This design comes from an exercise in tuning for small area, a short achievable clock period and few clock cycles per item on the open sky130 flow, not from production work.
RTL that was checked went through simulation tests only; none was proved equivalent to the original.
No driver is modelled on the clock port, so clock power and skew are understated where the tree is cut down; a real chip needs a root buffer or a tree.
No activity file was given, so power comes from the tool's default toggle rates.

==> flow/design.v (excerpt) <==
module toy_language_char_tokenizer
(
   input  logic        clock,
   input  logic        reset,
   input  logic        req_valid,
   output logic        req_stall,
   input  logic [7:0]  req_char_in,
   input  logic        req_end_of_input,
   output logic        rsp_valid,
   input  logic        rsp_stall,
   output logic [4:0]  rsp_token_kind,
   output logic [4:0]  rsp_text_length,
   output logic [63:0] rsp_text_first,
   output logic [63:0] rsp_text_second,
   output logic        rsp_text_overflow,
   output logic        rsp_last_of_run
);
For scale: about 660 cells after synthesis, roughly 190 flip-flops, about 160 I/O pins, roughly 0.0079 mm2 of cells after synthesis.
export LEC_CHECK = 0
export ABC_CLOCK_PERIOD_IN_PS = 2200
export CAP_MARGIN = 20
export CORE_MARGIN = 2
export CORE_UTILIZATION = 65
export SETUP_SLACK_MARGIN = 3.1
export SLEW_MARGIN = 20
create_clock -name core_clock -period 5.5 [get_ports {clock}]
standard.sh (not shown) runs the stock make flow with config.mk's settings and CLKGATE_MAP_FILE= SYNTH_SCRIPT=/design/flow/synth_recipe.tcl, a recipe that flattens the netlist after the stock synthesis.
==> flow/flow/run.sh <==
#!/bin/bash
# The standard layout with two changes: plain buffers (not delay cells) on the
# ports, and a two-level clock tree (one root buffer, ten leaf buffers, each
# driving a cluster of nearby flip-flops) in place of ORFS's clock tree, which
# has one level more. ORFS's own output is in standard_flow.log and orfs/logs.
set -euo pipefail
bash standard.sh \
  "BUFFER_PORTS_ARGS=-buffer_cell sky130_fd_sc_hd__buf_1" \
  "PRE_CTS_TCL=$PWD/flow/cts_hook.tcl" \
  finish > standard_flow.log 2>&1
Other scripts of this flow, unchanged in this note and not shown: flow/flow/cts_hook.tcl
The first run finished with timing, DRC and antenna clean.
Testbench counts at the start, summed over its fixed seeds: cycles 25,414, items 24,000.
Rerun with:
Settings changed: SETUP_SLACK_MARGIN 3.1 to 3.4.
Via count climbs by a few percent.
Setup slack improves by 0.14 ns.
Clock skew barely changes.
Wire length climbs by roughly a tenth.
Critical path depth does not change.
Sequential power hardly moves.
Sequential share of layout area drops by 4.9 points.
Hold slack improves by 0.026 ns.
Synthesized area does not change.
Combinational power climbs by a quarter to a third.
No run of this note takes its clock network from TritonCTS; it comes from the design's own scripts or RTL.

---

Another version of the RTL of toy_language_char_tokenizer (not shown whole).
Size in the first run: ~770 cells after synthesis, about 220 flip-flops, ~0.0095 mm² of cells after synthesis.
==> flow/config.mk <==
export PLATFORM = sky130hd
export DESIGN_NAME = toy_language_char_tokenizer
export DESIGN_NICKNAME = toy_language_char_tokenizer
export VERILOG_FILES = /design/flow/design.v
export SDC_FILE = /design/flow/constraint.sdc
export NUM_CORES = 4
export LEC_CHECK = 0
export ABC_CLOCK_PERIOD_IN_PS = 2200
export CAP_MARGIN = 20
export CORE_MARGIN = 2
export CORE_UTILIZATION = 50
export CTS_BUF_LIST = sky130_fd_sc_hd__clkbuf_4
export SETUP_SLACK_MARGIN = 3.3
export SLEW_MARGIN = 20
==> flow/constraint.sdc <==
create_clock -name core_clock -period 5.5 [get_ports {clock}]
set_input_delay 1.1000 -clock core_clock [delete_from_list [all_inputs] [get_ports {clock}]]
set_output_delay 1.1000 -clock core_clock [all_outputs]
set_load 0.01 [all_outputs]
==> flow/flow/run.sh <==
#!/bin/bash
# The standard layout, with plain buffers (not delay cells) on the ports.
set -euo pipefail
bash standard.sh "BUFFER_PORTS_ARGS=-buffer_cell sky130_fd_sc_hd__buf_1" finish > standard_flow.log 2>&1
==> next run, changes <==
==> flow/run.sh (new file) <==
#!/bin/bash
# synth_recipe.tcl (not shown) runs the flow's synth.tcl, then flattens the netlist and writes it again
# the make line also repeats each setting of config.mk as NAME=value (left out here)
make -C /OpenROAD-flow-scripts/flow DESIGN_CONFIG=/design/flow/config.mk WORK_HOME=/design/flow/orfs CLKGATE_MAP_FILE= SYNTH_SCRIPT=/design/flow/synth_recipe.tcl finish
- CTS_BUF_LIST: sky130_fd_sc_hd__clkbuf_4 -> sky130_fd_sc_hd__clkbuf_8
- CTS_CLUSTER_SIZE: default -> 30
- SETUP_SLACK_MARGIN: 3.3 -> 3.0
removed: flow/flow/run.sh
removed: flow/standard.sh
Outcome: The changed run completed without violations; cell count hardly moves; total power decreases by 0.69%; sequential power is about the same; first-iteration DRC count rose by 18%; global-route usage grows by 0.44 points; core utilization rises by 3.1 points.
==> next run, changes <==
==> flow/flow/run.sh (new file) <==
#!/bin/bash
# The standard layout, with plain buffers (not delay cells) on the ports.
set -euo pipefail
bash standard.sh "BUFFER_PORTS_ARGS=-buffer_cell sky130_fd_sc_hd__buf_1" finish > standard_flow.log 2>&1
==> flow/standard.sh (new file) <==
#!/bin/bash
# synth_recipe.tcl (not shown) runs the flow's synth.tcl, then flattens the netlist and writes it again
# the make line also repeats each setting of config.mk as NAME=value (left out here)
make -C /OpenROAD-flow-scripts/flow DESIGN_CONFIG=/design/flow/config.mk WORK_HOME=/design/flow/orfs CLKGATE_MAP_FILE= SYNTH_SCRIPT=/design/flow/synth_recipe.tcl "${@:-finish}"
- CTS_BUF_LIST: sky130_fd_sc_hd__clkbuf_8 -> default
- CTS_CLUSTER_SIZE: 30 -> default
- SETUP_SLACK_MARGIN: 3.0 -> 3.3
removed: flow/run.sh
- The changed run went through all stages and came out clean
- via count goes down by 3.4%
- maximum frequency climbs by 8.1%
- non-clock buffer count shrinks by 18
- critical path depth goes down by 3
- final area decreases by 2.6%
- count of clock-buffer cells in the layout is lower by 6
- register-to-register slack gains 0.12 ns
- total power came out higher by 8.8%
==> next run, changes <==
==> flow/run.sh (new file) <==
#!/bin/bash
# synth_recipe.tcl (not shown) runs the flow's synth.tcl, then flattens the netlist and writes it again
# the make line also repeats each setting of config.mk as NAME=value (left out here)
make -C /OpenROAD-flow-scripts/flow DESIGN_CONFIG=/design/flow/config.mk WORK_HOME=/design/flow/orfs CLKGATE_MAP_FILE= SYNTH_SCRIPT=/design/flow/synth_recipe.tcl finish
removed: flow/flow/run.sh
removed: flow/standard.sh
What happened: Register-to-register slack degrades by 0.07 ns; die area stays the same; via count increases by 7.7%; power rises by 5.7%; synthesized area does not change; setup slack loses 0.074 ns.
No run of this note included a check of the RTL's function; only the layout flow was run.

---

## nickel
Another version of the RTL of toy_language_char_tokenizer (not shown whole).
Size: about 670 cells after synthesis, ~210 flip-flops.
## toy_language_char_tokenizer
module toy_language_char_tokenizer
(
   input  logic        clock,
   input  logic        reset,
   input  logic        req_valid,
   output logic        req_stall,
   input  logic [7:0]  req_char_in,
   input  logic        req_end_of_input,
   output logic        rsp_valid,
   input  logic        rsp_stall,
   output logic [4:0]  rsp_token_kind,
   output logic [4:0]  rsp_text_length,
   output logic [63:0] rsp_text_first,
   output logic [63:0] rsp_text_second,
   output logic        rsp_text_overflow,
   output logic        rsp_last_of_run
);
   logic       m_v, k_v;
   logic [7:0] m_ch, k_ch;
   logic       m_eoi, k_eoi;
   logic [1:0] pk;
   logic [4:0] plen;
   logic       povf;
   logic [7:0] text [16];
   logic        o_v;
   logic [4:0]  o_kind, o_len;
   logic        o_ovf, o_last;
   logic [7:0]  o_b0;
   logic [15:1] o_show;
   logic        s_v;
   logic [4:0]  s_kind;
   logic [7:0]  s_b0;
   logic       is_op, is_eq, is_let, is_dig;
   logic [3:0] op_idx;
   always_comb begin
      is_op  = 1'b1;
      op_idx = 4'd0;
      case (m_ch)
         "+": op_idx = 4'd0;
         "-": op_idx = 4'd1;
         "*": op_idx = 4'd2;
         "/": op_idx = 4'd3;
         "%": op_idx = 4'd4;
         "<": op_idx = 4'd5;
         ">": op_idx = 4'd6;
         "!": op_idx = 4'd7;
         "&": op_idx = 4'd8;
         "|": op_idx = 4'd9;
         "(": op_idx = 4'd10;
         ")": op_idx = 4'd11;
         "{": op_idx = 4'd12;
         "}": op_idx = 4'd13;
         ";": op_idx = 4'd14;
         default: is_op = 1'b0;
      endcase
   end
   assign is_eq  = (m_ch == "=");
   assign is_let = ((m_ch >= "a") && (m_ch <= "z")) || ((m_ch >= "A") && (m_ch <= "Z"));
  ...
==> flow/config.mk <==
export PLATFORM = sky130hd
export DESIGN_NAME = toy_language_char_tokenizer
export DESIGN_NICKNAME = toy_language_char_tokenizer
export VERILOG_FILES = /design/flow/design.v
export SDC_FILE = /design/flow/constraint.sdc
export NUM_CORES = 4
export LEC_CHECK = 0
export CAP_MARGIN = 20
export CORE_MARGIN = 2
export CORE_UTILIZATION = 40
export SLEW_MARGIN = 20
==> flow/constraint.sdc <==
create_clock -name core_clock -period 5.5 [get_ports {clock}]
set_input_delay 1.1000 -clock core_clock [delete_from_list [all_inputs] [get_ports {clock}]]
set_output_delay 1.1000 -clock core_clock [all_outputs]
set_load 0.01 [all_outputs]
run.sh (not shown) runs the stock make flow with config.mk's settings and CLKGATE_MAP_FILE= SYNTH_SCRIPT=/design/flow/synth_recipe.tcl, a recipe that flattens the netlist after the stock synthesis.
Stock flow here: none of the scripts above is used.
Both conditions hold for nickel: the flow ran to the end and the final layout passed the timing, design-rule and antenna checks.
Testbench counts of nickel, summed over its fixed seeds: cycles 24,024, items 24,000.
> inputs changed (nickel -> garnet)
diff --git a/flow/config.mk b/flow/config.mk
--- a/flow/config.mk
+++ b/flow/config.mk
@@ -6,6 +6,8 @@
 export NUM_CORES = 4
 export LEC_CHECK = 0
+export ABC_CLOCK_PERIOD_IN_PS = 1800
 export CAP_MARGIN = 20
 export CORE_MARGIN = 2
-export CORE_UTILIZATION = 40
+export CORE_UTILIZATION = 60
+export SETUP_SLACK_MARGIN = 3.5
 export SLEW_MARGIN = 20
Results
Cell area delta for garnet relative to nickel: about 23% higher. From nickel to garnet the numbers moved as follows: share of the clock period used by the worst path after layout lower; routability-driven placement congestion ratio up 0.058; final worst slack +0.95 ns; met3 routed wirelength up about 260%. Compared to nickel, garnet has count of multi-input combinational gates 0.95% higher. In garnet, the share of power burned in the clock network came out 2.9 points below the value in nickel. Clock power: garnet vs nickel, no meaningful difference. Minimum clock period after layout in garnet vs nickel: down 0.95 ns. The die area of garnet falls short of that of nickel by 7800 um^2.
Relative to garnet, the following input files were edited for fjord:
diff --git a/flow/config.mk b/flow/config.mk
--- a/flow/config.mk
+++ b/flow/config.mk
@@ -6,8 +6,7 @@
 export NUM_CORES = 4
 export LEC_CHECK = 0
-export ABC_CLOCK_PERIOD_IN_PS = 1800
 export CAP_MARGIN = 20
 export CORE_MARGIN = 2
 export CORE_UTILIZATION = 60
-export SETUP_SLACK_MARGIN = 3.5
+export SETUP_SLACK_MARGIN = 3.0
 export SLEW_MARGIN = 20
## What came out
fjord: full flow OK, the timing, design-rule and antenna checks passed. fjord ended up with m_ch[6] as its beginning of the critical path; garnet ended up with m_ch[2]. Side by side, critical path depth turned out lower in fjord than in garnet. fjord reports its endpoint of the worst setup timing path as plen[3] while garnet reports text[12][2]. From garnet to fjord the numbers moved as follows: post-synthesis share of cell area spent on and, or, nand and nor gates held, multi-input gate count went down 3, post-route total power went down 4.5%, peak ir drop on the vdd network went up 41%, filler cell count in the final layout went up about 90%. Of the two values seen for top routing layer in use, met5 was produced by garnet and met4 by fjord. Of the two values seen for standard cell with the maximum stage delay on the critical path, sky130_fd_sc_hd__or3b_4 was produced by fjord and sky130_fd_sc_hd__edfxtp_1 by garnet.

[separate check: timing with driven ports]
No port has a modelled driver above. Below, the same layouts with a new extraction and two added sets of constraints. Step 1, drivers: a clkbuf_16 drives clock and a buf_2 each remaining input, both assumed. Step 2 also shifts input and output timing later by t, the mid clock arrival at the registers, as if the neighbouring blocks saw the same clock. a / b / c = ideal ports / drivers / drivers and shift; a / b = the first two.
run	shift t [ns]	setup WS [ns]	worst setup path after step 2	latest minus earliest clock arrival (ns)
the first run of note 1	0.418	3.178 / 3.178 / 2.833	input to register	0.027 / 0.027
the second run of note 1	0.425	3.319 / 3.278 / 2.999	input to register	0.023 / 0.023
the first run of note 2	0.678	2.901 / 2.864 / 2.503	input to register	0.047 / 0.047
the second run of note 2	0.548	2.837 / 2.798 / 2.509	input to register	0.015 / 0.015
the third run of note 2	0.546	3.036 / 2.988 / 2.793	input to register	0.012 / 0.013
the fourth run of note 2	0.552	2.962 / 2.911 / 2.617	input to register	0.014 / 0.014
nickel	0.546	1.159 / 1.159 / 1.159	register to register	0.012 / 0.012
garnet	0.565	2.110 / 2.110 / 1.806	input to register	0.058 / 0.058
fjord	0.537	2.426 / 2.426 / 1.996	input to register	0.027 / 0.026
After both steps every run listed still meets setup and hold. The setup slack of fjord, which loses most, moves by 0.000 ns with the drivers and by -0.430 ns with both steps.
